Background: an optimization exercise with open tools, aiming at small area, a short achievable clock period and few clock cycles per item. Do not read the settings as production practice. Function was not checked in any run shown here: the RTL went through the layout flow alone.

--- design/flow/config.mk ---
export PLATFORM = sky130hd
export DESIGN_NAME = booth_radix2_multiplier_core
export DESIGN_NICKNAME = booth_radix2_multiplier_core
export VERILOG_FILES = /design/flow/design.v
export SDC_FILE = /design/flow/constraint.sdc
export NUM_CORES = 4
export LEC_CHECK = 0
export ABC_CLOCK_PERIOD_IN_PS = 3300
export CAP_MARGIN = 20
export CORE_MARGIN = 2
export CORE_UTILIZATION = 40
export PLACE_DENSITY = 0.6
export SETUP_SLACK_MARGIN = 3.9
export SLEW_MARGIN = 20
--- design/flow/constraint.sdc ---
create_clock -name core_clock -period 7.2 [get_ports {clock}]
set_input_delay 1.4400 -clock core_clock [delete_from_list [all_inputs] [get_ports {clock}]]
set_output_delay 1.4400 -clock core_clock [all_outputs]
set_load 0.01 [all_outputs]
--- design/flow/design.v ---
`default_nettype none
package brm_pkg;
   localparam int IN_W      = 16;
   localparam int PRODUCT_W = 32;
   localparam int MAG_W     = 31;
   localparam int CFG_W     = 5;
   localparam logic [CFG_W-1:0] CFG_RESET = 5'd16;
   localparam logic [CFG_W-1:0] MIN_WIDTH = 5'd2;
   localparam int ROUNDS_PER_STAGE = 2;
endpackage
`default_nettype wire
`default_nettype none
module booth_radix2_multiplier_core #(
   parameter int MAX_WIDTH = 16
) (
   input  logic                      clock,
   input  logic                      reset,
   input  logic                          req_valid,
   output logic                          req_ready,
   input  logic [brm_pkg::IN_W-1:0]      req_multiplicand_bits,
   input  logic [brm_pkg::IN_W-1:0]      req_multiplier_bits,
   output logic                          rsp_valid,
   input  logic                          rsp_ready,
   output logic [brm_pkg::PRODUCT_W-1:0] rsp_product_bits,
   output logic                          rsp_negative,
   output logic [brm_pkg::MAG_W-1:0]     rsp_magnitude,
   input  logic                      csr_write_enable,
   input  logic [brm_pkg::CFG_W-1:0] csr_write_data
);
   logic [15:0] wm, wtop;
   logic [31:0] pmask;
   logic [3:0] nm1_ff;
   always_ff @(posedge clock) begin
      if (reset) begin
         nm1_ff <= 4'd15;
      end else if (csr_write_enable) begin
         nm1_ff <= (csr_write_data < 5'd2) ? 4'd1 : (csr_write_data > 5'd16) ? 4'd15 : 4'(csr_write_data - 5'd1);
      end
   end
   always_comb begin
      for (int i = 0; i < 16; i++) begin
         wm[i] = (4'(i) <= nm1_ff);
      end
   end
   assign wtop = wm & ~(wm >> 1);
   always_comb begin
      for (int i = 0; i < 16; i++) begin
         pmask[2*i]   = wm[i];
         pmask[2*i+1] = wm[i];
      end
   end
   logic        en;
   logic        req_sa, req_sb;
   logic [15:0] ax;
   logic [7:0] one;
   logic [7:0] two;
   logic [7:0] neg;
   logic ng;
   logic [15:0] ax_c;
   logic [15:0] bx_c;
   logic [7:0] one_c;
   logic [7:0] two_c;
   logic [7:0] neg_c;
   logic ng_c;
   logic sx_c;
   logic bl_c;
   assign req_sa = |(req_multiplicand_bits & wtop);
   assign req_sb = |(req_multiplier_bits & wtop);
   assign req_ready = en;
   logic        op_v;
   logic [15:0] ax_q;
   logic [7:0] one_q;
   logic [7:0] two_q;
   logic [7:0] neg_q;
   logic ng_q;
   always_ff @(posedge clock) begin
      if (reset) begin
         op_v <= 1'b0;
      end else if (en) begin
         op_v <= req_valid;
      end
   end
   always_ff @(posedge clock) begin
      if (en) begin
         ax_q <= ax_c;
         one_q <= one_c;
         two_q <= two_c;
         neg_q <= neg_c;
         ng_q <= ng_c;
      end
   end
   assign ax = ax_q;
   assign one = one_q;
   assign two = two_q;
   assign neg = neg_q;
   assign ng = ng_q;
   always_comb begin
      for (int j = 0; j < 16; j++) begin
         ax_c[j] = wm[j] ? req_multiplicand_bits[j] : req_sa;
         bx_c[j] = wm[j] ? req_multiplier_bits[j] : req_sb;
      end
      sx_c = req_sa ^ req_sb;
      ng_c = sx_c & (|(req_multiplicand_bits & wm)) & (|(req_multiplier_bits & wm));
      for (int i = 0; i < 8; i++) begin
         bl_c = (i == 0) ? 1'b0 : bx_c[2*i-1];
         one_c[i] = bx_c[2*i] ^ bl_c;
         two_c[i] = (bx_c[2*i+1] & ~bx_c[2*i] & ~bl_c) | (~bx_c[2*i+1] & bx_c[2*i] & bl_c);
         neg_c[i] = bx_c[2*i+1] ^ sx_c;
      end
   end
   wire pp1 = (one[0] & ax[0]) ^ neg[0];
   wire pp2 = ((one[0] & ax[1]) | (two[0] & ax[0])) ^ neg[0];
   wire pp3 = ((one[0] & ax[2]) | (two[0] & ax[1])) ^ neg[0];
   wire pp4 = ((one[0] & ax[3]) | (two[0] & ax[2])) ^ neg[0];
   wire pp5 = ((one[0] & ax[4]) | (two[0] & ax[3])) ^ neg[0];
   wire pp6 = ((one[0] & ax[5]) | (two[0] & ax[4])) ^ neg[0];
   wire pp7 = ((one[0] & ax[6]) | (two[0] & ax[5])) ^ neg[0];
   wire pp8 = ((one[0] & ax[7]) | (two[0] & ax[6])) ^ neg[0];
   wire pp9 = ((one[0] & ax[8]) | (two[0] & ax[7])) ^ neg[0];
   wire pp10 = ((one[0] & ax[9]) | (two[0] & ax[8])) ^ neg[0];
   wire pp11 = ((one[0] & ax[10]) | (two[0] & ax[9])) ^ neg[0];
   wire pp12 = ((one[0] & ax[11]) | (two[0] & ax[10])) ^ neg[0];
   wire pp13 = ((one[0] & ax[12]) | (two[0] & ax[11])) ^ neg[0];
   wire pp14 = ((one[0] & ax[13]) | (two[0] & ax[12])) ^ neg[0];
   wire pp15 = ((one[0] & ax[14]) | (two[0] & ax[13])) ^ neg[0];
   wire pp16 = ((one[0] & ax[15]) | (two[0] & ax[14])) ^ neg[0];
   wire pp17 = ((one[0] & ax[15]) | (two[0] & ax[15])) ^ neg[0];
   wire ns18 = ~pp17;
   wire pp19 = (one[1] & ax[0]) ^ neg[1];
   wire pp20 = ((one[1] & ax[1]) | (two[1] & ax[0])) ^ neg[1];
   wire pp21 = ((one[1] & ax[2]) | (two[1] & ax[1])) ^ neg[1];
   wire pp22 = ((one[1] & ax[3]) | (two[1] & ax[2])) ^ neg[1];
   wire pp23 = ((one[1] & ax[4]) | (two[1] & ax[3])) ^ neg[1];
   wire pp24 = ((one[1] & ax[5]) | (two[1] & ax[4])) ^ neg[1];
   wire pp25 = ((one[1] & ax[6]) | (two[1] & ax[5])) ^ neg[1];
   wire pp26 = ((one[1] & ax[7]) | (two[1] & ax[6])) ^ neg[1];
   wire pp27 = ((one[1] & ax[8]) | (two[1] & ax[7])) ^ neg[1];
   wire pp28 = ((one[1] & ax[9]) | (two[1] & ax[8])) ^ neg[1];
   wire pp29 = ((one[1] & ax[10]) | (two[1] & ax[9])) ^ neg[1];
   wire pp30 = ((one[1] & ax[11]) | (two[1] & ax[10])) ^ neg[1];
   wire pp31 = ((one[1] & ax[12]) | (two[1] & ax[11])) ^ neg[1];
   wire pp32 = ((one[1] & ax[13]) | (two[1] & ax[12])) ^ neg[1];
   wire pp33 = ((one[1] & ax[14]) | (two[1] & ax[13])) ^ neg[1];
   wire pp34 = ((one[1] & ax[15]) | (two[1] & ax[14])) ^ neg[1];
   wire pp35 = ((one[1] & ax[15]) | (two[1] & ax[15])) ^ neg[1];
   wire ns36 = ~pp35;
   wire pp37 = (one[2] & ax[0]) ^ neg[2];
   wire pp38 = ((one[2] & ax[1]) | (two[2] & ax[0])) ^ neg[2];
   wire pp39 = ((one[2] & ax[2]) | (two[2] & ax[1])) ^ neg[2];
   wire pp40 = ((one[2] & ax[3]) | (two[2] & ax[2])) ^ neg[2];
   wire pp41 = ((one[2] & ax[4]) | (two[2] & ax[3])) ^ neg[2];
   wire pp42 = ((one[2] & ax[5]) | (two[2] & ax[4])) ^ neg[2];
   wire pp43 = ((one[2] & ax[6]) | (two[2] & ax[5])) ^ neg[2];
   wire pp44 = ((one[2] & ax[7]) | (two[2] & ax[6])) ^ neg[2];
   wire pp45 = ((one[2] & ax[8]) | (two[2] & ax[7])) ^ neg[2];
   wire pp46 = ((one[2] & ax[9]) | (two[2] & ax[8])) ^ neg[2];
   wire pp47 = ((one[2] & ax[10]) | (two[2] & ax[9])) ^ neg[2];
   wire pp48 = ((one[2] & ax[11]) | (two[2] & ax[10])) ^ neg[2];
   wire pp49 = ((one[2] & ax[12]) | (two[2] & ax[11])) ^ neg[2];
   wire pp50 = ((one[2] & ax[13]) | (two[2] & ax[12])) ^ neg[2];
   wire pp51 = ((one[2] & ax[14]) | (two[2] & ax[13])) ^ neg[2];
   wire pp52 = ((one[2] & ax[15]) | (two[2] & ax[14])) ^ neg[2];
   wire pp53 = ((one[2] & ax[15]) | (two[2] & ax[15])) ^ neg[2];
   wire ns54 = ~pp53;
   wire pp55 = (one[3] & ax[0]) ^ neg[3];
   wire pp56 = ((one[3] & ax[1]) | (two[3] & ax[0])) ^ neg[3];
   wire pp57 = ((one[3] & ax[2]) | (two[3] & ax[1])) ^ neg[3];
   wire pp58 = ((one[3] & ax[3]) | (two[3] & ax[2])) ^ neg[3];
   wire pp59 = ((one[3] & ax[4]) | (two[3] & ax[3])) ^ neg[3];
   wire pp60 = ((one[3] & ax[5]) | (two[3] & ax[4])) ^ neg[3];
   wire pp61 = ((one[3] & ax[6]) | (two[3] & ax[5])) ^ neg[3];
   wire pp62 = ((one[3] & ax[7]) | (two[3] & ax[6])) ^ neg[3];
   wire pp63 = ((one[3] & ax[8]) | (two[3] & ax[7])) ^ neg[3];
   wire pp64 = ((one[3] & ax[9]) | (two[3] & ax[8])) ^ neg[3];
   wire pp65 = ((one[3] & ax[10]) | (two[3] & ax[9])) ^ neg[3];
   wire pp66 = ((one[3] & ax[11]) | (two[3] & ax[10])) ^ neg[3];
   wire pp67 = ((one[3] & ax[12]) | (two[3] & ax[11])) ^ neg[3];
   wire pp68 = ((one[3] & ax[13]) | (two[3] & ax[12])) ^ neg[3];
   wire pp69 = ((one[3] & ax[14]) | (two[3] & ax[13])) ^ neg[3];
   wire pp70 = ((one[3] & ax[15]) | (two[3] & ax[14])) ^ neg[3];
   wire pp71 = ((one[3] & ax[15]) | (two[3] & ax[15])) ^ neg[3];
   wire ns72 = ~pp71;
   wire pp73 = (one[4] & ax[0]) ^ neg[4];
   wire pp74 = ((one[4] & ax[1]) | (two[4] & ax[0])) ^ neg[4];
   wire pp75 = ((one[4] & ax[2]) | (two[4] & ax[1])) ^ neg[4];
   wire pp76 = ((one[4] & ax[3]) | (two[4] & ax[2])) ^ neg[4];
   wire pp77 = ((one[4] & ax[4]) | (two[4] & ax[3])) ^ neg[4];
   wire pp78 = ((one[4] & ax[5]) | (two[4] & ax[4])) ^ neg[4];
   wire pp79 = ((one[4] & ax[6]) | (two[4] & ax[5])) ^ neg[4];
   wire pp80 = ((one[4] & ax[7]) | (two[4] & ax[6])) ^ neg[4];
   wire pp81 = ((one[4] & ax[8]) | (two[4] & ax[7])) ^ neg[4];
   wire pp82 = ((one[4] & ax[9]) | (two[4] & ax[8])) ^ neg[4];
   wire pp83 = ((one[4] & ax[10]) | (two[4] & ax[9])) ^ neg[4];
   wire pp84 = ((one[4] & ax[11]) | (two[4] & ax[10])) ^ neg[4];
   wire pp85 = ((one[4] & ax[12]) | (two[4] & ax[11])) ^ neg[4];
   wire pp86 = ((one[4] & ax[13]) | (two[4] & ax[12])) ^ neg[4];
   wire pp87 = ((one[4] & ax[14]) | (two[4] & ax[13])) ^ neg[4];
   wire pp88 = ((one[4] & ax[15]) | (two[4] & ax[14])) ^ neg[4];
   wire pp89 = ((one[4] & ax[15]) | (two[4] & ax[15])) ^ neg[4];
   wire ns90 = ~pp89;
   wire pp91 = (one[5] & ax[0]) ^ neg[5];
   wire pp92 = ((one[5] & ax[1]) | (two[5] & ax[0])) ^ neg[5];
   wire pp93 = ((one[5] & ax[2]) | (two[5] & ax[1])) ^ neg[5];
   wire pp94 = ((one[5] & ax[3]) | (two[5] & ax[2])) ^ neg[5];
   wire pp95 = ((one[5] & ax[4]) | (two[5] & ax[3])) ^ neg[5];
   wire pp96 = ((one[5] & ax[5]) | (two[5] & ax[4])) ^ neg[5];
   wire pp97 = ((one[5] & ax[6]) | (two[5] & ax[5])) ^ neg[5];
   wire pp98 = ((one[5] & ax[7]) | (two[5] & ax[6])) ^ neg[5];
   wire pp99 = ((one[5] & ax[8]) | (two[5] & ax[7])) ^ neg[5];
   wire pp100 = ((one[5] & ax[9]) | (two[5] & ax[8])) ^ neg[5];
   wire pp101 = ((one[5] & ax[10]) | (two[5] & ax[9])) ^ neg[5];
   wire pp102 = ((one[5] & ax[11]) | (two[5] & ax[10])) ^ neg[5];
   wire pp103 = ((one[5] & ax[12]) | (two[5] & ax[11])) ^ neg[5];
   wire pp104 = ((one[5] & ax[13]) | (two[5] & ax[12])) ^ neg[5];
   wire pp105 = ((one[5] & ax[14]) | (two[5] & ax[13])) ^ neg[5];
   wire pp106 = ((one[5] & ax[15]) | (two[5] & ax[14])) ^ neg[5];
   wire pp107 = ((one[5] & ax[15]) | (two[5] & ax[15])) ^ neg[5];
   wire ns108 = ~pp107;
   wire pp109 = (one[6] & ax[0]) ^ neg[6];
   wire pp110 = ((one[6] & ax[1]) | (two[6] & ax[0])) ^ neg[6];
   wire pp111 = ((one[6] & ax[2]) | (two[6] & ax[1])) ^ neg[6];
   wire pp112 = ((one[6] & ax[3]) | (two[6] & ax[2])) ^ neg[6];
   wire pp113 = ((one[6] & ax[4]) | (two[6] & ax[3])) ^ neg[6];
   wire pp114 = ((one[6] & ax[5]) | (two[6] & ax[4])) ^ neg[6];
   wire pp115 = ((one[6] & ax[6]) | (two[6] & ax[5])) ^ neg[6];
   wire pp116 = ((one[6] & ax[7]) | (two[6] & ax[6])) ^ neg[6];
   wire pp117 = ((one[6] & ax[8]) | (two[6] & ax[7])) ^ neg[6];
   wire pp118 = ((one[6] & ax[9]) | (two[6] & ax[8])) ^ neg[6];
   wire pp119 = ((one[6] & ax[10]) | (two[6] & ax[9])) ^ neg[6];
   wire pp120 = ((one[6] & ax[11]) | (two[6] & ax[10])) ^ neg[6];
   wire pp121 = ((one[6] & ax[12]) | (two[6] & ax[11])) ^ neg[6];
   wire pp122 = ((one[6] & ax[13]) | (two[6] & ax[12])) ^ neg[6];
   wire pp123 = ((one[6] & ax[14]) | (two[6] & ax[13])) ^ neg[6];
   wire pp124 = ((one[6] & ax[15]) | (two[6] & ax[14])) ^ neg[6];
   wire pp125 = ((one[6] & ax[15]) | (two[6] & ax[15])) ^ neg[6];
   wire ns126 = ~pp125;
   wire pp127 = (one[7] & ax[0]) ^ neg[7];
   wire pp128 = ((one[7] & ax[1]) | (two[7] & ax[0])) ^ neg[7];
   wire pp129 = ((one[7] & ax[2]) | (two[7] & ax[1])) ^ neg[7];
   wire pp130 = ((one[7] & ax[3]) | (two[7] & ax[2])) ^ neg[7];
   wire pp131 = ((one[7] & ax[4]) | (two[7] & ax[3])) ^ neg[7];
   wire pp132 = ((one[7] & ax[5]) | (two[7] & ax[4])) ^ neg[7];
   wire pp133 = ((one[7] & ax[6]) | (two[7] & ax[5])) ^ neg[7];
   wire pp134 = ((one[7] & ax[7]) | (two[7] & ax[6])) ^ neg[7];
   wire pp135 = ((one[7] & ax[8]) | (two[7] & ax[7])) ^ neg[7];
   wire pp136 = ((one[7] & ax[9]) | (two[7] & ax[8])) ^ neg[7];
   wire pp137 = ((one[7] & ax[10]) | (two[7] & ax[9])) ^ neg[7];
   wire pp138 = ((one[7] & ax[11]) | (two[7] & ax[10])) ^ neg[7];
   wire pp139 = ((one[7] & ax[12]) | (two[7] & ax[11])) ^ neg[7];
   wire pp140 = ((one[7] & ax[13]) | (two[7] & ax[12])) ^ neg[7];
   wire pp141 = ((one[7] & ax[14]) | (two[7] & ax[13])) ^ neg[7];
   wire pp142 = ((one[7] & ax[15]) | (two[7] & ax[14])) ^ neg[7];
   wire pp143 = ((one[7] & ax[15]) | (two[7] & ax[15])) ^ neg[7];
   wire ns144 = ~pp143;
   wire u145 = one[7] & ax[0];
   wire un146 = u145 | neg[7];
   wire nu147 = ~u145;
   wire nun148 = ~un146;
   wire s149 = pp9 ^ pp25;
   wire c150 = pp9 & pp25;
   wire s151 = pp10 ^ pp26;
   wire c152 = pp10 & pp26;
   wire s153 = pp11 ^ pp27 ^ pp43;
   wire c154 = (pp11 & pp27) | (pp43 & (pp11 ^ pp27));
   wire s155 = pp59 ^ pp75;
   wire c156 = pp59 & pp75;
   wire s157 = pp12 ^ pp28 ^ pp44;
   wire c158 = (pp12 & pp28) | (pp44 & (pp12 ^ pp28));
   wire s159 = pp60 ^ pp76;
   wire c160 = pp60 & pp76;
   wire s161 = pp13 ^ pp29 ^ pp45;
   wire c162 = (pp13 & pp29) | (pp45 & (pp13 ^ pp29));
   wire s163 = pp61 ^ pp77 ^ pp93;
   wire c164 = (pp61 & pp77) | (pp93 & (pp61 ^ pp77));
   wire s165 = pp109 ^ neg[6];
   wire c166 = pp109 & neg[6];
   wire s167 = pp14 ^ pp30 ^ pp46;
   wire c168 = (pp14 & pp30) | (pp46 & (pp14 ^ pp30));
   wire s169 = pp62 ^ pp78 ^ pp94;
   wire c170 = (pp62 & pp78) | (pp94 & (pp62 ^ pp78));
   wire s171 = pp110 ^ 1'b1;
   wire c172 = pp110 & 1'b1;
   wire s173 = pp15 ^ pp31 ^ pp47;
   wire c174 = (pp15 & pp31) | (pp47 & (pp15 ^ pp31));
   wire s175 = pp63 ^ pp79 ^ pp95;
   wire c176 = (pp63 & pp79) | (pp95 & (pp63 ^ pp79));
   wire s177 = pp111 ^ nu147;
   wire c178 = pp111 & nu147;
   wire s179 = pp16 ^ pp32 ^ pp48;
   wire c180 = (pp16 & pp32) | (pp48 & (pp16 ^ pp32));
   wire s181 = pp64 ^ pp80 ^ pp96;
   wire c182 = (pp64 & pp80) | (pp96 & (pp64 ^ pp80));
   wire s183 = pp112 ^ pp128 ^ nun148;
   wire c184 = (pp112 & pp128) | (nun148 & (pp112 ^ pp128));
   wire s185 = ns18 ^ pp33 ^ pp49;
   wire c186 = (ns18 & pp33) | (pp49 & (ns18 ^ pp33));
   wire s187 = pp65 ^ pp81 ^ pp97;
   wire c188 = (pp65 & pp81) | (pp97 & (pp65 ^ pp81));
   wire s189 = pp113 ^ pp129 ^ un146;
   wire c190 = (pp113 & pp129) | (un146 & (pp113 ^ pp129));
   wire s191 = pp34 ^ pp50 ^ pp66;
   wire c192 = (pp34 & pp50) | (pp66 & (pp34 ^ pp50));
   wire s193 = pp82 ^ pp98 ^ pp114;
   wire c194 = (pp82 & pp98) | (pp114 & (pp82 ^ pp98));
   wire s195 = pp130 ^ 1'b1;
   wire c196 = pp130 & 1'b1;
   wire s197 = ns36 ^ pp51 ^ pp67;
   wire c198 = (ns36 & pp51) | (pp67 & (ns36 ^ pp51));
   wire s199 = pp83 ^ pp99 ^ pp115;
   wire c200 = (pp83 & pp99) | (pp115 & (pp83 ^ pp99));
   wire s201 = pp52 ^ pp68 ^ pp84;
   wire c202 = (pp52 & pp68) | (pp84 & (pp52 ^ pp68));
   wire s203 = pp100 ^ pp116;
   wire c204 = pp100 & pp116;
   wire s205 = ns54 ^ pp69 ^ pp85;
   wire c206 = (ns54 & pp69) | (pp85 & (ns54 ^ pp69));
   wire s207 = pp70 ^ pp86;
   wire c208 = pp70 & pp86;
   wire s209 = pp5 ^ pp21;
   wire c210 = pp5 & pp21;
   wire s211 = pp6 ^ pp22;
   wire c212 = pp6 & pp22;
   wire s213 = pp7 ^ pp23 ^ pp39;
   wire c214 = (pp7 & pp23) | (pp39 & (pp7 ^ pp23));
   wire s215 = pp55 ^ neg[3];
   wire c216 = pp55 & neg[3];
   wire s217 = pp8 ^ pp24 ^ pp40;
   wire c218 = (pp8 & pp24) | (pp40 & (pp8 ^ pp24));
   wire s219 = pp56 ^ 1'b1;
   wire c220 = pp56 & 1'b1;
   wire s221 = s149 ^ pp41 ^ pp57;
   wire c222 = (s149 & pp41) | (pp57 & (s149 ^ pp41));
   wire s223 = pp73 ^ neg[4] ^ 1'b1;
   wire c224 = (pp73 & neg[4]) | (1'b1 & (pp73 ^ neg[4]));
   wire s225 = s151 ^ pp42 ^ pp58;
   wire c226 = (s151 & pp42) | (pp58 & (s151 ^ pp42));
   wire s227 = pp74 ^ 1'b1 ^ c150;
   wire c228 = (pp74 & 1'b1) | (c150 & (pp74 ^ 1'b1));
   wire s229 = s153 ^ s155 ^ pp91;
   wire c230 = (s153 & s155) | (pp91 & (s153 ^ s155));
   wire s231 = neg[5] ^ 1'b1 ^ c152;
   wire c232 = (neg[5] & 1'b1) | (c152 & (neg[5] ^ 1'b1));
   wire s233 = s157 ^ s159 ^ pp92;
   wire c234 = (s157 & s159) | (pp92 & (s157 ^ s159));
   wire s235 = 1'b1 ^ c154 ^ c156;
   wire c236 = (1'b1 & c154) | (c156 & (1'b1 ^ c154));
   wire s237 = s161 ^ s163 ^ s165;
   wire c238 = (s161 & s163) | (s165 & (s161 ^ s163));
   wire s239 = 1'b1 ^ c158 ^ c160;
   wire c240 = (1'b1 & c158) | (c160 & (1'b1 ^ c158));
   wire s241 = s167 ^ s169 ^ s171;
   wire c242 = (s167 & s169) | (s171 & (s167 ^ s169));
   wire s243 = c162 ^ c164 ^ c166;
   wire c244 = (c162 & c164) | (c166 & (c162 ^ c164));
   wire s245 = s173 ^ s175 ^ s177;
   wire c246 = (s173 & s175) | (s177 & (s173 ^ s175));
   wire s247 = c168 ^ c170 ^ c172;
   wire c248 = (c168 & c170) | (c172 & (c168 ^ c170));
   wire s249 = s179 ^ s181 ^ s183;
   wire c250 = (s179 & s181) | (s183 & (s179 ^ s181));
   wire s251 = c174 ^ c176 ^ c178;
   wire c252 = (c174 & c176) | (c178 & (c174 ^ c176));
   wire s253 = s185 ^ s187 ^ s189;
   wire c254 = (s185 & s187) | (s189 & (s185 ^ s187));
   wire s255 = c180 ^ c182 ^ c184;
   wire c256 = (c180 & c182) | (c184 & (c180 ^ c182));
   wire s257 = s191 ^ s193 ^ s195;
   wire c258 = (s191 & s193) | (s195 & (s191 ^ s193));
   wire s259 = c186 ^ c188 ^ c190;
   wire c260 = (c186 & c188) | (c190 & (c186 ^ c188));
   wire s261 = s197 ^ s199 ^ pp131;
   wire c262 = (s197 & s199) | (pp131 & (s197 ^ s199));
   wire s263 = c192 ^ c194 ^ c196;
   wire c264 = (c192 & c194) | (c196 & (c192 ^ c194));
   wire s265 = s201 ^ s203 ^ pp132;
   wire c266 = (s201 & s203) | (pp132 & (s201 ^ s203));
   wire s267 = 1'b1 ^ c198 ^ c200;
   wire c268 = (1'b1 & c198) | (c200 & (1'b1 ^ c198));
   wire s269 = s205 ^ pp101 ^ pp117;
   wire c270 = (s205 & pp101) | (pp117 & (s205 ^ pp101));
   wire s271 = pp133 ^ c202 ^ c204;
   wire c272 = (pp133 & c202) | (c204 & (pp133 ^ c202));
   wire s273 = s207 ^ pp102 ^ pp118;
   wire c274 = (s207 & pp102) | (pp118 & (s207 ^ pp102));
   wire s275 = pp134 ^ 1'b1 ^ c206;
   wire c276 = (pp134 & 1'b1) | (c206 & (pp134 ^ 1'b1));
   wire s277 = ns72 ^ pp87 ^ pp103;
   wire c278 = (ns72 & pp87) | (pp103 & (ns72 ^ pp87));
   wire s279 = pp119 ^ pp135 ^ c208;
   wire c280 = (pp119 & pp135) | (c208 & (pp119 ^ pp135));
   wire s281 = pp88 ^ pp104 ^ pp120;
   wire c282 = (pp88 & pp104) | (pp120 & (pp88 ^ pp104));
   wire s283 = pp136 ^ 1'b1;
   wire c284 = pp136 & 1'b1;
   wire s285 = ns90 ^ pp105 ^ pp121;
   wire c286 = (ns90 & pp105) | (pp121 & (ns90 ^ pp105));
   wire s287 = pp106 ^ pp122;
   wire c288 = pp106 & pp122;
   wire s289 = pp3 ^ pp19;
   wire c290 = pp3 & pp19;
   wire s291 = pp4 ^ pp20;
   wire c292 = pp4 & pp20;
   wire s293 = s209 ^ pp37 ^ neg[2];
   wire c294 = (s209 & pp37) | (neg[2] & (s209 ^ pp37));
   wire s295 = s211 ^ pp38 ^ 1'b1;
   wire c296 = (s211 & pp38) | (1'b1 & (s211 ^ pp38));
   wire s297 = s213 ^ s215 ^ 1'b1;
   wire c298 = (s213 & s215) | (1'b1 & (s213 ^ s215));
   wire s299 = s217 ^ s219 ^ c214;
   wire c300 = (s217 & s219) | (c214 & (s217 ^ s219));
   wire s301 = s221 ^ s223 ^ c218;
   wire c302 = (s221 & s223) | (c218 & (s221 ^ s223));
   wire s303 = s225 ^ s227 ^ c222;
   wire c304 = (s225 & s227) | (c222 & (s225 ^ s227));
   wire s305 = s229 ^ s231 ^ c226;
   wire c306 = (s229 & s231) | (c226 & (s229 ^ s231));
   wire s307 = s233 ^ s235 ^ c230;
   wire c308 = (s233 & s235) | (c230 & (s233 ^ s235));
   wire s309 = s237 ^ s239 ^ c234;
   wire c310 = (s237 & s239) | (c234 & (s237 ^ s239));
   wire s311 = s241 ^ s243 ^ c238;
   wire c312 = (s241 & s243) | (c238 & (s241 ^ s243));
   wire s313 = s245 ^ s247 ^ c242;
   wire c314 = (s245 & s247) | (c242 & (s245 ^ s247));
   wire s315 = s249 ^ s251 ^ c246;
   wire c316 = (s249 & s251) | (c246 & (s249 ^ s251));
   wire s317 = s253 ^ s255 ^ c250;
   wire c318 = (s253 & s255) | (c250 & (s253 ^ s255));
   wire s319 = s257 ^ s259 ^ c254;
   wire c320 = (s257 & s259) | (c254 & (s257 ^ s259));
   wire s321 = s261 ^ s263 ^ c258;
   wire c322 = (s261 & s263) | (c258 & (s261 ^ s263));
   wire s323 = s265 ^ s267 ^ c262;
   wire c324 = (s265 & s267) | (c262 & (s265 ^ s267));
   wire s325 = s269 ^ s271 ^ c266;
   wire c326 = (s269 & s271) | (c266 & (s269 ^ s271));
   wire s327 = s273 ^ s275 ^ c270;
   wire c328 = (s273 & s275) | (c270 & (s273 ^ s275));
   wire s329 = s277 ^ s279 ^ c274;
   wire c330 = (s277 & s279) | (c274 & (s277 ^ s279));
   wire s331 = s281 ^ s283 ^ c278;
   wire c332 = (s281 & s283) | (c278 & (s281 ^ s283));
   wire s333 = s285 ^ pp137 ^ c282;
   wire c334 = (s285 & pp137) | (c282 & (s285 ^ pp137));
   wire s335 = s287 ^ pp138 ^ 1'b1;
   wire c336 = (s287 & pp138) | (1'b1 & (s287 ^ pp138));
   wire s337 = ns108 ^ pp123 ^ pp139;
   wire c338 = (ns108 & pp123) | (pp139 & (ns108 ^ pp123));
   wire s339 = pp124 ^ pp140;
   wire c340 = pp124 & pp140;
   wire s341 = pp1 ^ neg[0];
   wire c342 = pp1 & neg[0];
   wire s343 = pp2 ^ 1'b1;
   wire c344 = pp2 & 1'b1;
   wire s345 = s289 ^ neg[1] ^ 1'b1;
   wire c346 = (s289 & neg[1]) | (1'b1 & (s289 ^ neg[1]));
   wire s347 = s291 ^ 1'b1 ^ c290;
   wire c348 = (s291 & 1'b1) | (c290 & (s291 ^ 1'b1));
   wire s349 = s293 ^ 1'b1 ^ c292;
   wire c350 = (s293 & 1'b1) | (c292 & (s293 ^ 1'b1));
   wire s351 = s295 ^ c210 ^ c294;
   wire c352 = (s295 & c210) | (c294 & (s295 ^ c210));
   wire s353 = s297 ^ c212 ^ c296;
   wire c354 = (s297 & c212) | (c296 & (s297 ^ c212));
   wire s355 = s299 ^ c216 ^ c298;
   wire c356 = (s299 & c216) | (c298 & (s299 ^ c216));
   wire s357 = s301 ^ c220 ^ c300;
   wire c358 = (s301 & c220) | (c300 & (s301 ^ c220));
   wire s359 = s303 ^ c224 ^ c302;
   wire c360 = (s303 & c224) | (c302 & (s303 ^ c224));
   wire s361 = s305 ^ c228 ^ c304;
   wire c362 = (s305 & c228) | (c304 & (s305 ^ c228));
   wire s363 = s307 ^ c232 ^ c306;
   wire c364 = (s307 & c232) | (c306 & (s307 ^ c232));
   wire s365 = s309 ^ c236 ^ c308;
   wire c366 = (s309 & c236) | (c308 & (s309 ^ c236));
   wire s367 = s311 ^ c240 ^ c310;
   wire c368 = (s311 & c240) | (c310 & (s311 ^ c240));
   wire s369 = s313 ^ c244 ^ c312;
   wire c370 = (s313 & c244) | (c312 & (s313 ^ c244));
   wire s371 = s315 ^ c248 ^ c314;
   wire c372 = (s315 & c248) | (c314 & (s315 ^ c248));
   wire s373 = s317 ^ c252 ^ c316;
   wire c374 = (s317 & c252) | (c316 & (s317 ^ c252));
   wire s375 = s319 ^ c256 ^ c318;
   wire c376 = (s319 & c256) | (c318 & (s319 ^ c256));
   wire s377 = s321 ^ c260 ^ c320;
   wire c378 = (s321 & c260) | (c320 & (s321 ^ c260));
   wire s379 = s323 ^ c264 ^ c322;
   wire c380 = (s323 & c264) | (c322 & (s323 ^ c264));
   wire s381 = s325 ^ c268 ^ c324;
   wire c382 = (s325 & c268) | (c324 & (s325 ^ c268));
   wire s383 = s327 ^ c272 ^ c326;
   wire c384 = (s327 & c272) | (c326 & (s327 ^ c272));
   wire s385 = s329 ^ c276 ^ c328;
   wire c386 = (s329 & c276) | (c328 & (s329 ^ c276));
   wire s387 = s331 ^ c280 ^ c330;
   wire c388 = (s331 & c280) | (c330 & (s331 ^ c280));
   wire s389 = s333 ^ c284 ^ c332;
   wire c390 = (s333 & c284) | (c332 & (s333 ^ c284));
   wire s391 = s335 ^ c286 ^ c334;
   wire c392 = (s335 & c286) | (c334 & (s335 ^ c286));
   wire s393 = s337 ^ c288 ^ c336;
   wire c394 = (s337 & c288) | (c336 & (s337 ^ c288));
   wire s395 = s339 ^ 1'b1 ^ c338;
   wire c396 = (s339 & 1'b1) | (c338 & (s339 ^ 1'b1));
   wire s397 = ns126 ^ pp141 ^ c340;
   wire c398 = (ns126 & pp141) | (c340 & (ns126 ^ pp141));
   wire s399 = pp142 ^ 1'b1;
   wire c400 = pp142 & 1'b1;
   wire p401 = ~mid_0;
   wire p402 = mid_1 ^ mid_2;
   wire g403 = mid_1 & mid_2;
   wire p404 = mid_3 ^ mid_4;
   wire g405 = mid_3 & mid_4;
   wire p406 = mid_5 ^ mid_6;
   wire g407 = mid_5 & mid_6;
   wire p408 = mid_7 ^ mid_8;
   wire g409 = mid_7 & mid_8;
   wire p410 = mid_9 ^ mid_10;
   wire g411 = mid_9 & mid_10;
   wire p412 = mid_11 ^ mid_12;
   wire g413 = mid_11 & mid_12;
   wire p414 = mid_13 ^ mid_14;
   wire g415 = mid_13 & mid_14;
   wire p416 = mid_15 ^ mid_16;
   wire g417 = mid_15 & mid_16;
   wire p418 = mid_17 ^ mid_18;
   wire g419 = mid_17 & mid_18;
   wire p420 = mid_19 ^ mid_20;
   wire g421 = mid_19 & mid_20;
   wire p422 = mid_21 ^ mid_22;
   wire g423 = mid_21 & mid_22;
   wire p424 = mid_23 ^ mid_24;
   wire g425 = mid_23 & mid_24;
   wire p426 = mid_25 ^ mid_26;
   wire g427 = mid_25 & mid_26;
   wire p428 = mid_27 ^ mid_28;
   wire g429 = mid_27 & mid_28;
   wire p430 = mid_29 ^ mid_30;
   wire g431 = mid_29 & mid_30;
   wire p432 = mid_31 ^ mid_32;
   wire g433 = mid_31 & mid_32;
   wire p434 = mid_33 ^ mid_34;
   wire g435 = mid_33 & mid_34;
   wire p436 = mid_35 ^ mid_36;
   wire g437 = mid_35 & mid_36;
   wire p438 = mid_37 ^ mid_38;
   wire g439 = mid_37 & mid_38;
   wire p440 = mid_39 ^ mid_40;
   wire g441 = mid_39 & mid_40;
   wire p442 = mid_41 ^ mid_42;
   wire g443 = mid_41 & mid_42;
   wire p444 = mid_43 ^ mid_44;
   wire g445 = mid_43 & mid_44;
   wire p446 = mid_45 ^ mid_46;
   wire g447 = mid_45 & mid_46;
   wire p448 = mid_47 ^ mid_48;
   wire g449 = mid_47 & mid_48;
   wire p450 = mid_49 ^ mid_50;
   wire g451 = mid_49 & mid_50;
   wire p452 = mid_51 ^ mid_52;
   wire g453 = mid_51 & mid_52;
   wire p454 = mid_53 ^ mid_54;
   wire g455 = mid_53 & mid_54;
   wire p456 = mid_55 ^ mid_56;
   wire g457 = mid_55 & mid_56;
   wire p458 = mid_57 ^ mid_58;
   wire g459 = mid_57 & mid_58;
   wire p460 = mid_59 ^ mid_60;
   wire g461 = mid_59 & mid_60;
   wire t462 = p401 | mid_0;
   wire t463 = p402 | g403;
   wire t464 = p404 | g405;
   wire t465 = p406 | g407;
   wire t466 = p408 | g409;
   wire t467 = p410 | g411;
   wire t468 = p412 | g413;
   wire t469 = p414 | g415;
   wire t470 = p416 | g417;
   wire t471 = p418 | g419;
   wire t472 = p420 | g421;
   wire t473 = p422 | g423;
   wire t474 = p424 | g425;
   wire t475 = p426 | g427;
   wire t476 = p428 | g429;
   wire t477 = p430 | g431;
   wire t478 = p432 | g433;
   wire t479 = p434 | g435;
   wire t480 = p436 | g437;
   wire t481 = p438 | g439;
   wire t482 = p440 | g441;
   wire t483 = p442 | g443;
   wire t484 = p444 | g445;
   wire t485 = p446 | g447;
   wire t486 = p448 | g449;
   wire t487 = p450 | g451;
   wire t488 = p452 | g453;
   wire t489 = p454 | g455;
   wire t490 = p456 | g457;
   wire t491 = p458 | g459;
   wire t492 = p460 | g461;
   wire G493 = g403 | (t463 & mid_0);
   wire T494 = t463 & t462;
   wire G495 = g407 | (t465 & g405);
   wire T496 = t465 & t464;
   wire G497 = g411 | (t467 & g409);
   wire T498 = t467 & t466;
   wire G499 = g415 | (t469 & g413);
   wire T500 = t469 & t468;
   wire G501 = g419 | (t471 & g417);
   wire T502 = t471 & t470;
   wire G503 = g423 | (t473 & g421);
   wire T504 = t473 & t472;
   wire G505 = g427 | (t475 & g425);
   wire T506 = t475 & t474;
   wire G507 = g431 | (t477 & g429);
   wire T508 = t477 & t476;
   wire G509 = g435 | (t479 & g433);
   wire T510 = t479 & t478;
   wire G511 = g439 | (t481 & g437);
   wire T512 = t481 & t480;
   wire G513 = g443 | (t483 & g441);
   wire T514 = t483 & t482;
   wire G515 = g447 | (t485 & g445);
   wire T516 = t485 & t484;
   wire G517 = g451 | (t487 & g449);
   wire T518 = t487 & t486;
   wire G519 = g455 | (t489 & g453);
   wire T520 = t489 & t488;
   wire G521 = g459 | (t491 & g457);
   wire T522 = t491 & t490;
   wire G523 = 1'b1 & g461;
   wire T524 = 1'b1 & t492;
   wire G525 = g405 | (t464 & G493);
   wire T526 = t464 & T494;
   wire G527 = G495 | (T496 & G493);
   wire T528 = T496 & T494;
   wire G529 = g413 | (t468 & G497);
   wire T530 = t468 & T498;
   wire G531 = G499 | (T500 & G497);
   wire T532 = T500 & T498;
   wire G533 = g421 | (t472 & G501);
   wire T534 = t472 & T502;
   wire G535 = G503 | (T504 & G501);
   wire T536 = T504 & T502;
   wire G537 = g429 | (t476 & G505);
   wire T538 = t476 & T506;
   wire G539 = G507 | (T508 & G505);
   wire T540 = T508 & T506;
   wire G541 = g437 | (t480 & G509);
   wire T542 = t480 & T510;
   wire G543 = G511 | (T512 & G509);
   wire T544 = T512 & T510;
   wire G545 = g445 | (t484 & G513);
   wire T546 = t484 & T514;
   wire G547 = G515 | (T516 & G513);
   wire T548 = T516 & T514;
   wire G549 = g453 | (t488 & G517);
   wire T550 = t488 & T518;
   wire G551 = G519 | (T520 & G517);
   wire T552 = T520 & T518;
   wire G553 = g461 | (t492 & G521);
   wire T554 = t492 & T522;
   wire G555 = G523 | (T524 & G521);
   wire T556 = T524 & T522;
   wire G557 = g409 | (t466 & G527);
   wire T558 = t466 & T528;
   wire G559 = G497 | (T498 & G527);
   wire T560 = T498 & T528;
   wire G561 = G529 | (T530 & G527);
   wire T562 = T530 & T528;
   wire G563 = G531 | (T532 & G527);
   wire T564 = T532 & T528;
   wire G565 = g425 | (t474 & G535);
   wire T566 = t474 & T536;
   wire G567 = G505 | (T506 & G535);
   wire T568 = T506 & T536;
   wire G569 = G537 | (T538 & G535);
   wire T570 = T538 & T536;
   wire G571 = G539 | (T540 & G535);
   wire T572 = T540 & T536;
   wire G573 = g441 | (t482 & G543);
   wire T574 = t482 & T544;
   wire G575 = G513 | (T514 & G543);
   wire T576 = T514 & T544;
   wire G577 = G545 | (T546 & G543);
   wire T578 = T546 & T544;
   wire G579 = G547 | (T548 & G543);
   wire T580 = T548 & T544;
   wire G581 = g457 | (t490 & G551);
   wire T582 = t490 & T552;
   wire G583 = G521 | (T522 & G551);
   wire T584 = T522 & T552;
   wire G585 = G553 | (T554 & G551);
   wire T586 = T554 & T552;
   wire G587 = G555 | (T556 & G551);
   wire T588 = T556 & T552;
   wire G589 = g417 | (t470 & G563);
   wire T590 = t470 & T564;
   wire G591 = G501 | (T502 & G563);
   wire T592 = T502 & T564;
   wire G593 = G533 | (T534 & G563);
   wire T594 = T534 & T564;
   wire G595 = G535 | (T536 & G563);
   wire T596 = T536 & T564;
   wire G597 = G565 | (T566 & G563);
   wire T598 = T566 & T564;
   wire G599 = G567 | (T568 & G563);
   wire T600 = T568 & T564;
   wire G601 = G569 | (T570 & G563);
   wire T602 = T570 & T564;
   wire G603 = G571 | (T572 & G563);
   wire T604 = T572 & T564;
   wire G605 = g449 | (t486 & G579);
   wire T606 = t486 & T580;
   wire G607 = G517 | (T518 & G579);
   wire T608 = T518 & T580;
   wire G609 = G549 | (T550 & G579);
   wire T610 = T550 & T580;
   wire G611 = G551 | (T552 & G579);
   wire T612 = T552 & T580;
   wire G613 = G581 | (T582 & G579);
   wire T614 = T582 & T580;
   wire G615 = G583 | (T584 & G579);
   wire T616 = T584 & T580;
   wire G617 = G585 | (T586 & G579);
   wire T618 = T586 & T580;
   wire G619 = G587 | (T588 & G579);
   wire T620 = T588 & T580;
   wire G621 = g433 | (t478 & G603);
   wire T622 = t478 & T604;
   wire G623 = G509 | (T510 & G603);
   wire T624 = T510 & T604;
   wire G625 = G541 | (T542 & G603);
   wire T626 = T542 & T604;
   wire G627 = G543 | (T544 & G603);
   wire T628 = T544 & T604;
   wire G629 = G573 | (T574 & G603);
   wire T630 = T574 & T604;
   wire G631 = G575 | (T576 & G603);
   wire T632 = T576 & T604;
   wire G633 = G577 | (T578 & G603);
   wire T634 = T578 & T604;
   wire G635 = G579 | (T580 & G603);
   wire T636 = T580 & T604;
   wire G637 = G605 | (T606 & G603);
   wire T638 = T606 & T604;
   wire G639 = G607 | (T608 & G603);
   wire T640 = T608 & T604;
   wire G641 = G609 | (T610 & G603);
   wire T642 = T610 & T604;
   wire G643 = G611 | (T612 & G603);
   wire T644 = T612 & T604;
   wire G645 = G613 | (T614 & G603);
   wire T646 = T614 & T604;
   wire G647 = G615 | (T616 & G603);
   wire T648 = T616 & T604;
   wire G649 = G617 | (T618 & G603);
   wire T650 = T618 & T604;
   wire G651 = G619 | (T620 & G603);
   wire T652 = T620 & T604;
   logic mid_v;
   logic mid_0;
   logic mid_1;
   logic mid_2;
   logic mid_3;
   logic mid_4;
   logic mid_5;
   logic mid_6;
   logic mid_7;
   logic mid_8;
   logic mid_9;
   logic mid_10;
   logic mid_11;
   logic mid_12;
   logic mid_13;
   logic mid_14;
   logic mid_15;
   logic mid_16;
   logic mid_17;
   logic mid_18;
   logic mid_19;
   logic mid_20;
   logic mid_21;
   logic mid_22;
   logic mid_23;
   logic mid_24;
   logic mid_25;
   logic mid_26;
   logic mid_27;
   logic mid_28;
   logic mid_29;
   logic mid_30;
   logic mid_31;
   logic mid_32;
   logic mid_33;
   logic mid_34;
   logic mid_35;
   logic mid_36;
   logic mid_37;
   logic mid_38;
   logic mid_39;
   logic mid_40;
   logic mid_41;
   logic mid_42;
   logic mid_43;
   logic mid_44;
   logic mid_45;
   logic mid_46;
   logic mid_47;
   logic mid_48;
   logic mid_49;
   logic mid_50;
   logic mid_51;
   logic mid_52;
   logic mid_53;
   logic mid_54;
   logic mid_55;
   logic mid_56;
   logic mid_57;
   logic mid_58;
   logic mid_59;
   logic mid_60;
   logic mid_61;
   always_ff @(posedge clock) begin
      if (reset) begin
         mid_v <= 1'b0;
      end else if (en) begin
         mid_v <= op_v;
      end
   end
   always_ff @(posedge clock) begin
      if (en) begin
         mid_0 <= s341;
         mid_1 <= s343;
         mid_2 <= c342;
         mid_3 <= s345;
         mid_4 <= c344;
         mid_5 <= s347;
         mid_6 <= c346;
         mid_7 <= s349;
         mid_8 <= c348;
         mid_9 <= s351;
         mid_10 <= c350;
         mid_11 <= s353;
         mid_12 <= c352;
         mid_13 <= s355;
         mid_14 <= c354;
         mid_15 <= s357;
         mid_16 <= c356;
         mid_17 <= s359;
         mid_18 <= c358;
         mid_19 <= s361;
         mid_20 <= c360;
         mid_21 <= s363;
         mid_22 <= c362;
         mid_23 <= s365;
         mid_24 <= c364;
         mid_25 <= s367;
         mid_26 <= c366;
         mid_27 <= s369;
         mid_28 <= c368;
         mid_29 <= s371;
         mid_30 <= c370;
         mid_31 <= s373;
         mid_32 <= c372;
         mid_33 <= s375;
         mid_34 <= c374;
         mid_35 <= s377;
         mid_36 <= c376;
         mid_37 <= s379;
         mid_38 <= c378;
         mid_39 <= s381;
         mid_40 <= c380;
         mid_41 <= s383;
         mid_42 <= c382;
         mid_43 <= s385;
         mid_44 <= c384;
         mid_45 <= s387;
         mid_46 <= c386;
         mid_47 <= s389;
         mid_48 <= c388;
         mid_49 <= s391;
         mid_50 <= c390;
         mid_51 <= s393;
         mid_52 <= c392;
         mid_53 <= s395;
         mid_54 <= c394;
         mid_55 <= s397;
         mid_56 <= c396;
         mid_57 <= s399;
         mid_58 <= c398;
         mid_59 <= ns144;
         mid_60 <= c400;
         mid_61 <= ng;
      end
   end
   logic [31:0] prod_w;
   logic [30:0] mag_w;
   assign prod_w = {(mid_61 ? ~(1'b1 ^ G649) : (1'b1 ^ (G649 | T650))), (mid_61 ? ~(p460 ^ G647) : (p460 ^ (G647 | T648))), (mid_61 ? ~(p458 ^ G645) : (p458 ^ (G645 | T646))), (mid_61 ? ~(p456 ^ G643) : (p456 ^ (G643 | T644))), (mid_61 ? ~(p454 ^ G641) : (p454 ^ (G641 | T642))), (mid_61 ? ~(p452 ^ G639) : (p452 ^ (G639 | T640))), (mid_61 ? ~(p450 ^ G637) : (p450 ^ (G637 | T638))), (mid_61 ? ~(p448 ^ G635) : (p448 ^ (G635 | T636))), (mid_61 ? ~(p446 ^ G633) : (p446 ^ (G633 | T634))), (mid_61 ? ~(p444 ^ G631) : (p444 ^ (G631 | T632))), (mid_61 ? ~(p442 ^ G629) : (p442 ^ (G629 | T630))), (mid_61 ? ~(p440 ^ G627) : (p440 ^ (G627 | T628))), (mid_61 ? ~(p438 ^ G625) : (p438 ^ (G625 | T626))), (mid_61 ? ~(p436 ^ G623) : (p436 ^ (G623 | T624))), (mid_61 ? ~(p434 ^ G621) : (p434 ^ (G621 | T622))), (mid_61 ? ~(p432 ^ G603) : (p432 ^ (G603 | T604))), (mid_61 ? ~(p430 ^ G601) : (p430 ^ (G601 | T602))), (mid_61 ? ~(p428 ^ G599) : (p428 ^ (G599 | T600))), (mid_61 ? ~(p426 ^ G597) : (p426 ^ (G597 | T598))), (mid_61 ? ~(p424 ^ G595) : (p424 ^ (G595 | T596))), (mid_61 ? ~(p422 ^ G593) : (p422 ^ (G593 | T594))), (mid_61 ? ~(p420 ^ G591) : (p420 ^ (G591 | T592))), (mid_61 ? ~(p418 ^ G589) : (p418 ^ (G589 | T590))), (mid_61 ? ~(p416 ^ G563) : (p416 ^ (G563 | T564))), (mid_61 ? ~(p414 ^ G561) : (p414 ^ (G561 | T562))), (mid_61 ? ~(p412 ^ G559) : (p412 ^ (G559 | T560))), (mid_61 ? ~(p410 ^ G557) : (p410 ^ (G557 | T558))), (mid_61 ? ~(p408 ^ G527) : (p408 ^ (G527 | T528))), (mid_61 ? ~(p406 ^ G525) : (p406 ^ (G525 | T526))), (mid_61 ? ~(p404 ^ G493) : (p404 ^ (G493 | T494))), (mid_61 ? ~(p402 ^ mid_0) : (p402 ^ (mid_0 | t462))), (mid_61 ? ~p401 : ~p401)} & pmask;
   assign mag_w  = {(p460 ^ (G647 | T648)), (p458 ^ (G645 | T646)), (p456 ^ (G643 | T644)), (p454 ^ (G641 | T642)), (p452 ^ (G639 | T640)), (p450 ^ (G637 | T638)), (p448 ^ (G635 | T636)), (p446 ^ (G633 | T634)), (p444 ^ (G631 | T632)), (p442 ^ (G629 | T630)), (p440 ^ (G627 | T628)), (p438 ^ (G625 | T626)), (p436 ^ (G623 | T624)), (p434 ^ (G621 | T622)), (p432 ^ (G603 | T604)), (p430 ^ (G601 | T602)), (p428 ^ (G599 | T600)), (p426 ^ (G597 | T598)), (p424 ^ (G595 | T596)), (p422 ^ (G593 | T594)), (p420 ^ (G591 | T592)), (p418 ^ (G589 | T590)), (p416 ^ (G563 | T564)), (p414 ^ (G561 | T562)), (p412 ^ (G559 | T560)), (p410 ^ (G557 | T558)), (p408 ^ (G527 | T528)), (p406 ^ (G525 | T526)), (p404 ^ (G493 | T494)), (p402 ^ (mid_0 | t462)), ~p401};
   logic        out_v;
   logic [31:0] prod_ff;
   logic [29:1] mag_ff;
   logic        neg_ff;
   assign en = !out_v || rsp_ready;
   always_ff @(posedge clock) begin
      if (reset) begin
         out_v <= 1'b0;
      end else if (en) begin
         out_v <= mid_v;
      end
   end
   always_ff @(posedge clock) begin
      if (en) begin
         prod_ff <= prod_w;
         mag_ff  <= mag_w[29:1];
         neg_ff  <= mid_61;
      end
   end
   assign rsp_valid        = out_v;
   assign rsp_product_bits = prod_ff;
   assign rsp_magnitude    = {prod_ff[30] & ~neg_ff, mag_ff, prod_ff[0]};
   assign rsp_negative     = neg_ff;
endmodule
`default_nettype wire
--- design/flow/flow/run.sh ---
#!/bin/bash
# Layout flow: the standard ORFS flow, with the port buffers made from
# sky130_fd_sc_hd__buf_2 instead of the delay cell buffer_ports picks by default.
set -euo pipefail
sed 's|"\${@:-finish}"|BUFFER_PORTS_ARGS="-buffer_cell sky130_fd_sc_hd__buf_2" "${@:-finish}"|' standard.sh > flow_standard_mod.sh
bash flow_standard_mod.sh > flow_make.log 2>&1
--- design/flow/standard.sh ---
#!/bin/bash
# synth_recipe.tcl (not shown) runs the flow's synth.tcl, then flattens the netlist and writes it again
# the make line also repeats each setting of config.mk as NAME=value (left out here)
make -C /OpenROAD-flow-scripts/flow DESIGN_CONFIG=/design/flow/config.mk WORK_HOME=/design/flow/orfs CLKGATE_MAP_FILE= SYNTH_SCRIPT=/design/flow/synth_recipe.tcl "${@:-finish}"
==> results of run 1 <==
stage by stage:
| step | util | std cells | worst slack, ps | instance area [um^2] |
|---|---|---|---|---|
| after floorplan | - | 1460 | 3090 | 15100 |
| after global placement | 0.431 | 1950 | 3240 | 15700 |
| after detailed placement | 0.431 | 1950 | 3170 | 15700 |
| after CTS | 0.480 | 2082 | 3820 | 17500 |
| after global routing | 0.488 | 2088 | 3690 | 17800 |
| final | 0.488 | 2088 | 3790 | 17800 |
critical path, delay by kind of cell, from the launching register on:
family                     cells  cell delay [ps]
buffers and inverters          3              370
DFF                            1              420
adders and majority gates      4             1950
AOI/OAI and AO/OA              1              220
xor gates and xnor gates       1              200
cells by family after synthesis:
group / Yosys count
AO/OA/AOI/OAI: 314
XOR/XNOR: 191
adder cells (fa/ha/maj): 180
buffers and inverters: 323
flip-flops: 172
multiplexers: 34
AND/OR/NAND/NOR: 246
Yosys cell counts (6+ instances only):
cell / instances
sky130_fd_sc_hd__nor2b_1: 12
sky130_fd_sc_hd__xnor2_1: 112
sky130_fd_sc_hd__nor2_1: 69
sky130_fd_sc_hd__a211oi_1: 7
sky130_fd_sc_hd__a22oi_1: 122
sky130_fd_sc_hd__edfxtp_1: 165
sky130_fd_sc_hd__o21ai_0: 46
sky130_fd_sc_hd__o211ai_1: 7
sky130_fd_sc_hd__nand3_1: 11
sky130_fd_sc_hd__o21bai_1: 8
sky130_fd_sc_hd__a21o_1: 6
sky130_fd_sc_hd__ha_1: 86
sky130_fd_sc_hd__inv_1: 220
sky130_fd_sc_hd__or3_1: 8
sky130_fd_sc_hd__a21oi_1: 47
sky130_fd_sc_hd__mux2_2: 6
sky130_fd_sc_hd__a31oi_1: 6
sky130_fd_sc_hd__buf_1: 6
sky130_fd_sc_hd__and2_1: 8
sky130_fd_sc_hd__nor4_1: 8
sky130_fd_sc_hd__clkbuf_1: 86
sky130_fd_sc_hd__nor3_1: 16
sky130_fd_sc_hd__fa_1: 94
sky130_fd_sc_hd__o31ai_1: 7
sky130_fd_sc_hd__nand2b_1: 14
sky130_fd_sc_hd__dfxtp_1: 7
sky130_fd_sc_hd__xor2_1: 79
sky130_fd_sc_hd__nand4_1: 6
sky130_fd_sc_hd__nand2_1: 68
sky130_fd_sc_hd__mux2i_1: 22
per-layer routing:
metal / global-route usage / wire [um] / vias to the layer above
met5: 0 / 0 / -
met4: 0.0856 / 1500 / 0
met3: 0.0500 / 3640 / 102
met2: 0.361 / 19700 / 563
met1: 0.301 / 17700 / 5671
li1: - / - / 5279
cell type report:
| class | instances | area (um^2) | share of cell area |
|---|---|---|---|
| Inverter | 223 | 845 | 0.0474 |
| Multi-Input combinational cell | 966 | 8870 | 0.498 |
| Tap cell | 468 | 586 | 0.0329 |
| Sequential cell | 172 | 5090 | 0.286 |
| Timing Repair Buffer | 227 | 1830 | 0.103 |
| Clock buffer | 17 | 425 | 0.0239 |
| Clock inverter | 15 | 168 | 0.00941 |
how the worst min path moves through the flow:
| stage | slack, ps | cells after the start | endpoint |
|---|---|---|---|
| after floorplan | 400 | 0 | mid_61$_DFFE_PP_ |
| after global placement | 420 | 0 | mid_61$_DFFE_PP_ |
| after detailed placement | 420 | 0 | mid_61$_DFFE_PP_ |
| after CTS | 430 | 0 | mid_61$_DFFE_PP_ |
| after global routing | 430 | 0 | mid_61$_DFFE_PP_ |
| final | 430 | 0 | mid_61$_DFFE_PP_ |
registers in the layout (all words and copies together), names as in the netlist, 4 cells and up:
| register | flops |
|---|---|
| nm1_ff | 4 |
| two_q | 8 |
| one_q | 8 |
| neg_q | 8 |
| mag_ff | 29 |
| prod_ff | 32 |
| ax_q | 16 |
repair_timing:
item                       4_1_cts  5_1_grt
pin swaps                       41       30
buffers inserted                98        6
setup endpoints to repair      139      106
gates cloned                     2        0
resized for setup               24       51
==> results.txt, run 1 <==
Detailed routing
The number of nets with antenna violations after detailed routing is 0. The average wire length per cell after detail routing is 20.4 um. The via count is about 12000. The number of search-and-repair iterations in the first detailed-routing pass is 7. The detailed router finished its first iteration with 1120 violations. The wire length reported by the detailed router is 42600 um. In the routed design, unresolved DRC markers number 0. The via density per instance is 5.56.

Synth
The synthesis warning total is 1. The number of flops mapped to enable cells by yosys is ~170. The post-synthesis compound-gate area fraction is 0.151. The simple-gate portion of the synthesized area is 0.0828. The largest total area in the synthesized netlist belongs to sky130_fd_sc_hd__edfxtp_1. In the post-synthesis netlist, the biggest area contributors are sky130_fd_sc_hd__edfxtp_1 (33%), sky130_fd_sc_hd__fa_1 (13%), sky130_fd_sc_hd__ha_1 (7.3%). The most frequently used flop master after synthesis is sky130_fd_sc_hd__edfxtp_1. The arithmetic-cell share of the synthesized area counting full adders, half adders and majority gates is 0.199. The netlist uses 81 different library cells. The total nets after synthesis is 1682.

The flip-flop and latch count after synthesis is 172. The post-synthesis async set-or-reset flop share is 0. The portion of synthesized area spent on multiplexers is 0.0273.

The fraction of synthesized cell area taken by the top area cell type is 0.334. The post-synthesis xor/xnor area fraction is 0.113. The share of the yosys chip area belonging to registers is 0.344. By area, the combinational part of the netlist is dominated by adder cells. In this run the cell area of the synthesized design comes to 0.0148 mm^2. The synthesized instance count is 1460.

Averaged over all synthesized cells, the footprint is 10.2 um^2.

Critical path
The critical path starts at ax_q[15]$_DFFE_PP_. The worst flop-to-flop path endpoint is mid_37$_DFFE_PP_. In this run the worst setup path terminates at mid_37$_DFFE_PP_.

The setup slack on the worst flop-to-flop path is between 3000 and 4000 ps. The category of the critical setup timing path is flop to flop. The endpoint required time on the critical path is 7400 ps. The delay of the slowest cell on the worst path is 530 ps. Counting cells, the worst reg-to-reg path comes to 9. The startpoint identified for the worst register-to-register timing path is ax_q[15]$_DFFE_PP_. The largest driver fanout on the critical path is 6. The startpoint type of the worst setup path is a flop.

The worst setup path is captured at a flop. The slowest stage cell on the critical path is sky130_fd_sc_hd__fa_2. For the worst setup path, the data arrival time is 3610 ps. The critical path goes through buf_12 -> buf_4 -> a22oi_2 -> xor2_2 -> fa_2 -> fa_1 -> inv_1 -> fa_2 -> fa_1.

Hold path
The path class of the lowest-slack min-delay path is flop to flop. The startpoint identified for the worst hold timing path is ng_q$_DFFE_PP_.

Timing
Setup violations remaining at the end of the flow were counted as 0. Dividing the final minimum period by the clock period gives 0.473. Adding up every negative setup slack in the final design gives 0 ps. For the pin with the worst max-slew slack, the measured transition is between 1000 and 1500 ps. The setup clock skew after layout is 17.6 ps. For this run, the top clock speed supported by timing is 293 MHz.

The total count of max-transition violations in the final report is 0. The final hold slack is roughly 430 ps. The headroom to the max-slew limit is 0.250. The number of hold-slack violations in the final timing report is 0.

Counting I/O delays and the setup requirement, the final critical path takes roughly 3400 ps. Setup repair after global routing could not meet its margin everywhere.

Placement
The routability congestion estimate from global placement is 0.867. The sum of net half-perimeters after detailed placement is approximately 29000 um. The count of buffers inserted at the top-level ports is 107.

Layout
The library cells used most frequently in the layout, excluding fill and tap cells, are sky130_fd_sc_hd__inv_1 (216), sky130_fd_sc_hd__edfxtp_1 (165), sky130_fd_sc_hd__buf_2 (107), sky130_fd_sc_hd__xnor2_1 (105), sky130_fd_sc_hd__ha_1 (86). The net count of the finished layout is 1829. In the final layout, the share of cells above drive strength 1 is 0.231.

The commonest non-fill, non-tap cell in the layout is sky130_fd_sc_hd__inv_1. The number of antenna diodes in the final layout is 0. The synthesis-to-finish area growth is 20.2%. The filler cell count in the final layout is ~3200.

Clock network
The number of buffers inserted during clock tree synthesis is 17. The total number of clock tree sinks is 172. The clock tree synthesis step divided the H-tree into 4 levels. The root buffer selected by CTS is sky130_fd_sc_hd__clkbuf_16. The clock transition at the register clock pins on the worst setup and hold paths after CTS is around 80 ps. The clock reaches the later pin of the worst-skew pair after 450 ps. The longest clock path from root to sink contains 2 buffers. The hold-fix buffer count after cts is 0.

The clock tree from TritonCTS is yes.

GRT
The residual overflow from global routing is 0. The pin count of the biggest net entering global routing is 82. The initial antenna violation count came to 0. The total routing resource utilization after global routing is 0.226. The wire length of the first global-routing pass is 66500 um. The via count of the first global-routing pass is 11700.

Flow run
The number of max-cap violations is 0.

Floorplan
The chip width is between 150 and 200 um. During I/O placement, the number of pins put on the boundary was 108. The initial core utilization is 0.406. The floorplan has 70 rows. The total die area is 0.0386 mm^2. The floorplan step defined a core boundary enclosing 0.0365 mm^2. The die is 197 um tall.

Status
The run finished with no timing, DRC or antenna violations.
==> run 2, diff against run 1 <==
--- a/design/flow/config.mk
+++ b/design/flow/config.mk
@@ -7,3 +7,3 @@
 export LEC_CHECK = 0
-export ABC_CLOCK_PERIOD_IN_PS = 3300
+export ABC_CLOCK_PERIOD_IN_PS = 3500
 export CAP_MARGIN = 20
@@ -12,3 +12,3 @@
 export PLACE_DENSITY = 0.6
-export SETUP_SLACK_MARGIN = 3.9
+export SETUP_SLACK_MARGIN = 3.7
 export SLEW_MARGIN = 20
==> run 2 against run 1 <==
Core utilization down 0.65 points. Register-to-register slack worse by 70 ps. Wire length down 2.7%. Non-clock buffer count up 3. Critical path type unchanged. Largest cell class unchanged.
==> results.txt, run 2 <==
Synth
The synthesis warning total was 1 (unchanged). The cell taking the most area after synthesis is sky130_fd_sc_hd__edfxtp_1 (unchanged). Area contributors post-synth: sky130_fd_sc_hd__edfxtp_1 (33%), sky130_fd_sc_hd__fa_1 (13%), sky130_fd_sc_hd__ha_1 (7.3%) (unchanged). The synthesized instance count is 1460 (unchanged). The share of synthesized area spent on multiplexers came to 0.0273 (unchanged).

The post-synthesis xor/xnor area fraction was 0.113 (unchanged). The number of flops mapped to enable cells by yosys is 165 (unchanged). The total nets after synthesis came to 1682 (unchanged). The distinct cell type count after synthesis came to 81 (unchanged).

The most frequently used flop master after synthesis is sky130_fd_sc_hd__edfxtp_1 (unchanged). The synthesized cell area is 0.0148 mm^2 (unchanged). The most common cell in the netlist is sky130_fd_sc_hd__inv_1 (unchanged). The simple-gate portion of the synthesized area came to 0.0828 (unchanged).

The arithmetic-cell share of the synthesized area counting full adders, half adders and majority gates came to 0.199 (unchanged). The post-synthesis compound-gate area fraction came to 0.151 (unchanged).

Layout
The area used by sequential logic in the layout was 0.00509 mm^2 (unchanged). The area occupied by multi-input gates came to 0.00871 mm^2 (was 0.00887 mm^2). The non-filler instance count after layout is 2092 (was 2088). The count of inserted antenna diode cells is 0 (unchanged).

The largest register by flop count was prod_ff (unchanged). The commonest non-fill, non-tap cell in the layout is sky130_fd_sc_hd__inv_1 (unchanged). Most frequent cells in the layout: sky130_fd_sc_hd__inv_1 (219), sky130_fd_sc_hd__edfxtp_1 (165), sky130_fd_sc_hd__xnor2_1 (107), sky130_fd_sc_hd__buf_2 (107), sky130_fd_sc_hd__a22oi_1 (99) (was sky130_fd_sc_hd__inv_1 (216), sky130_fd_sc_hd__edfxtp_1 (165), sky130_fd_sc_hd__buf_2 (107), sky130_fd_sc_hd__xnor2_1 (105), sky130_fd_sc_hd__ha_1 (86)).

The number of flip-flops under the largest register name was 32 (unchanged).

Timing
The number of hold-slack violations in the final timing report is 0 (unchanged). The transition at the pin with the smallest max-transition slack is 980 ps (was 1110 ps). The portion of the clock cycle consumed by the worst path in the final layout is 0.483 (was 0.473). The setup clock skew after layout was 9.61 ps (was 17.6 ps). The post-route minimum period is 3480 ps (was 3410 ps).

The headroom to the max-slew limit is 0.341 (was 0.250).

GRT
The pin count of the biggest net entering global routing is 75 (was 82). The wire length of the first global-routing pass is 64700 um (was 66500 um). The total routing resource utilization after global routing is 0.218 (was 0.226).

The initial antenna violation count is 1 (was 0).

Hold path
The path class of the lowest-slack min-delay path is flop to flop (unchanged).

Clock network
The clock tree from TritonCTS is yes (unchanged). The latest clock arrival within the worst-skew pair came to 450 ps (about the same). The number of buffers inserted during clock tree synthesis is 17 (unchanged).

The total number of clock tree sinks is 172 (unchanged). The root buffer selected by CTS is sky130_fd_sc_hd__clkbuf_16 (unchanged). The number of levels the H-tree was split into is 4 (unchanged).

Detailed routing
The number of design-rule violations left by the first detailed-router iteration was 974 (was 1120). The via density per instance is 5.50 (was 5.56). The number of nets with antenna violations after detailed routing came to 0 (unchanged). The number of search-and-repair iterations in the first detailed-routing pass came to 7 (unchanged). The wire length reported by the detailed router was 41400 um (was 42600 um). The average wire length per cell after detail routing is 19.8 um (was 20.4 um). The via count is 11500 (was 11600). The post-detailed-route DRC marker count is 0 (unchanged).

Critical path
The largest driver fanout on the critical path came to 4 (was 6). The logic depth of the worst register-to-register path is 10 (was 9). The startpoint type of the worst setup path is a flop (unchanged). The delay of the slowest cell on the worst path is 530 ps (about the same). The worst setup path startpoint is ax_q[8]$_DFFE_PP_ (was ax_q[15]$_DFFE_PP_).

The setup slack on the worst flop-to-flop path is 3720 ps (was 3790 ps). Cell breakdown of the critical path: buf_4 -> buf_4 -> a22oi_2 -> xnor2_1 -> fa_1 -> inv_1 -> fa_1 -> inv_1 -> fa_1 -> fa_1 (was buf_12 -> buf_4 -> a22oi_2 -> xor2_2 -> fa_2 -> fa_1 -> inv_1 -> fa_2 -> fa_1). The endpoint kind of the worst setup timing path is a flop (unchanged). The endpoint required time on the critical path came to 7390 ps (was 7400 ps). The slowest stage cell on the critical path was sky130_fd_sc_hd__fa_1 (was sky130_fd_sc_hd__fa_2). The worst flop-to-flop path endpoint is mid_21$_DFFE_PP_ (was mid_37$_DFFE_PP_). The category of the critical setup timing path is flop to flop (unchanged). The endpoint of the worst setup timing path was mid_21$_DFFE_PP_ (was mid_37$_DFFE_PP_). The critical path depth in cells is 10 (was 9).

Status
Run status: finished clean (unchanged).

Floorplan
The total number of placement rows is 70 (unchanged). The die height came to 197 um (unchanged). The total die area was 0.0386 mm^2 (unchanged). The core region area came to 0.0365 mm^2 (unchanged). The chip width is 197 um (unchanged).

Placement
The count of buffers inserted at the top-level ports was 107 (unchanged).
## run 2: layer usage
| metal | track usage | part of all wire | up-vias |
|---|---|---|---|
| li1 | - | - | 5279 |
| met2 | 0.346 | 0.46 | 490 |
| met3 | 0.0308 | 0.074 | 62 |
| met1 | 0.309 | 0.44 | 5668 |
| met5 | 0 | 0 | - |
| met4 | 0.0679 | 0.023 | 0 |
## run 2: logic make-up (layout without fill, tap and decap cells)
kind of cell	Yosys count	count (layout)
flops	172	172
buf+inv	323	485
mux	34	34
xor+xnor	191	191
simple gates	246	248
fa+ha+maj	180	180
compound gates	314	314
## run 2: repair_timing
item	in CTS	in global routing
gates resized for setup	2	37
endpoints found under the setup margin	27	29
setup buffers	97	8
pin swaps	8	46
hold buffers	0	0
cloned	2	0
## run 2: area by class of cell
cell class              instances  share of cell area
clock buffers                  20              0.0254
clock inverters                12             0.00925
inverters                     223              0.0479
multi-input cells             967               0.495
flip-flops and latches        172               0.290
well taps                     468              0.0333
repair buffers                230              0.0993
## run 2: how the worst min path moves through the flow
stage | startpoint | endpoint | slack [ps] | depth (start not counted)
final | ng_q$_DFFE_PP_ | mid_61$_DFFE_PP_ | 430 | 0
after global routing | ng_q$_DFFE_PP_ | mid_61$_DFFE_PP_ | 440 | 0
after CTS | ng_q$_DFFE_PP_ | mid_61$_DFFE_PP_ | 430 | 0
after detailed placement | ng_q$_DFFE_PP_ | mid_61$_DFFE_PP_ | 410 | 0
after global placement | ng_q$_DFFE_PP_ | mid_61$_DFFE_PP_ | 400 | 0
after floorplan | ng_q$_DFFE_PP_ | mid_61$_DFFE_PP_ | 400 | 0
## run 2: per-stage QoR
stage	util	setup slack, ps
4_1_cts	0.474	3700
5_1_grt	0.481	3650
3_3_place_gp	0.430	3390
3_5_place_dp	0.430	3330
6_report	0.481	3720
2_1_floorplan	-	3090

==> separate check: timing with driven ports <==
The results above use ideal ports. As a check the final layouts listed here were re-extracted and re-timed, cells and wires unchanged. Step 1 sets driving cells, clkbuf_16 on the clock port and buf_2 on the other inputs (assumed; they add their load-dependent delay and slew). Step 2 moves the port delays by t, midway between the first and last clock arrival at a register: inputs arrive t later, outputs are due t later. That takes back most of the time a late clock gives input paths. Three values: no drivers, after step 1, after step 2; two values: the first two.
run | t (ns) | slack for setup (ns) | clock arrival spread, ns | pins driven straight from the clock port
run 1 | 0.492 | 3.792 / 3.792 / 3.422 | 0.018 / 0.018 | 1
run 2 | 0.491 | 3.721 / 3.721 / 3.323 | 0.010 / 0.010 | 1
After both steps setup and hold are still met in every run listed. The setup slack of run 2, which loses most, moves by 0.000 ns with the drivers and by -0.398 ns with both steps.
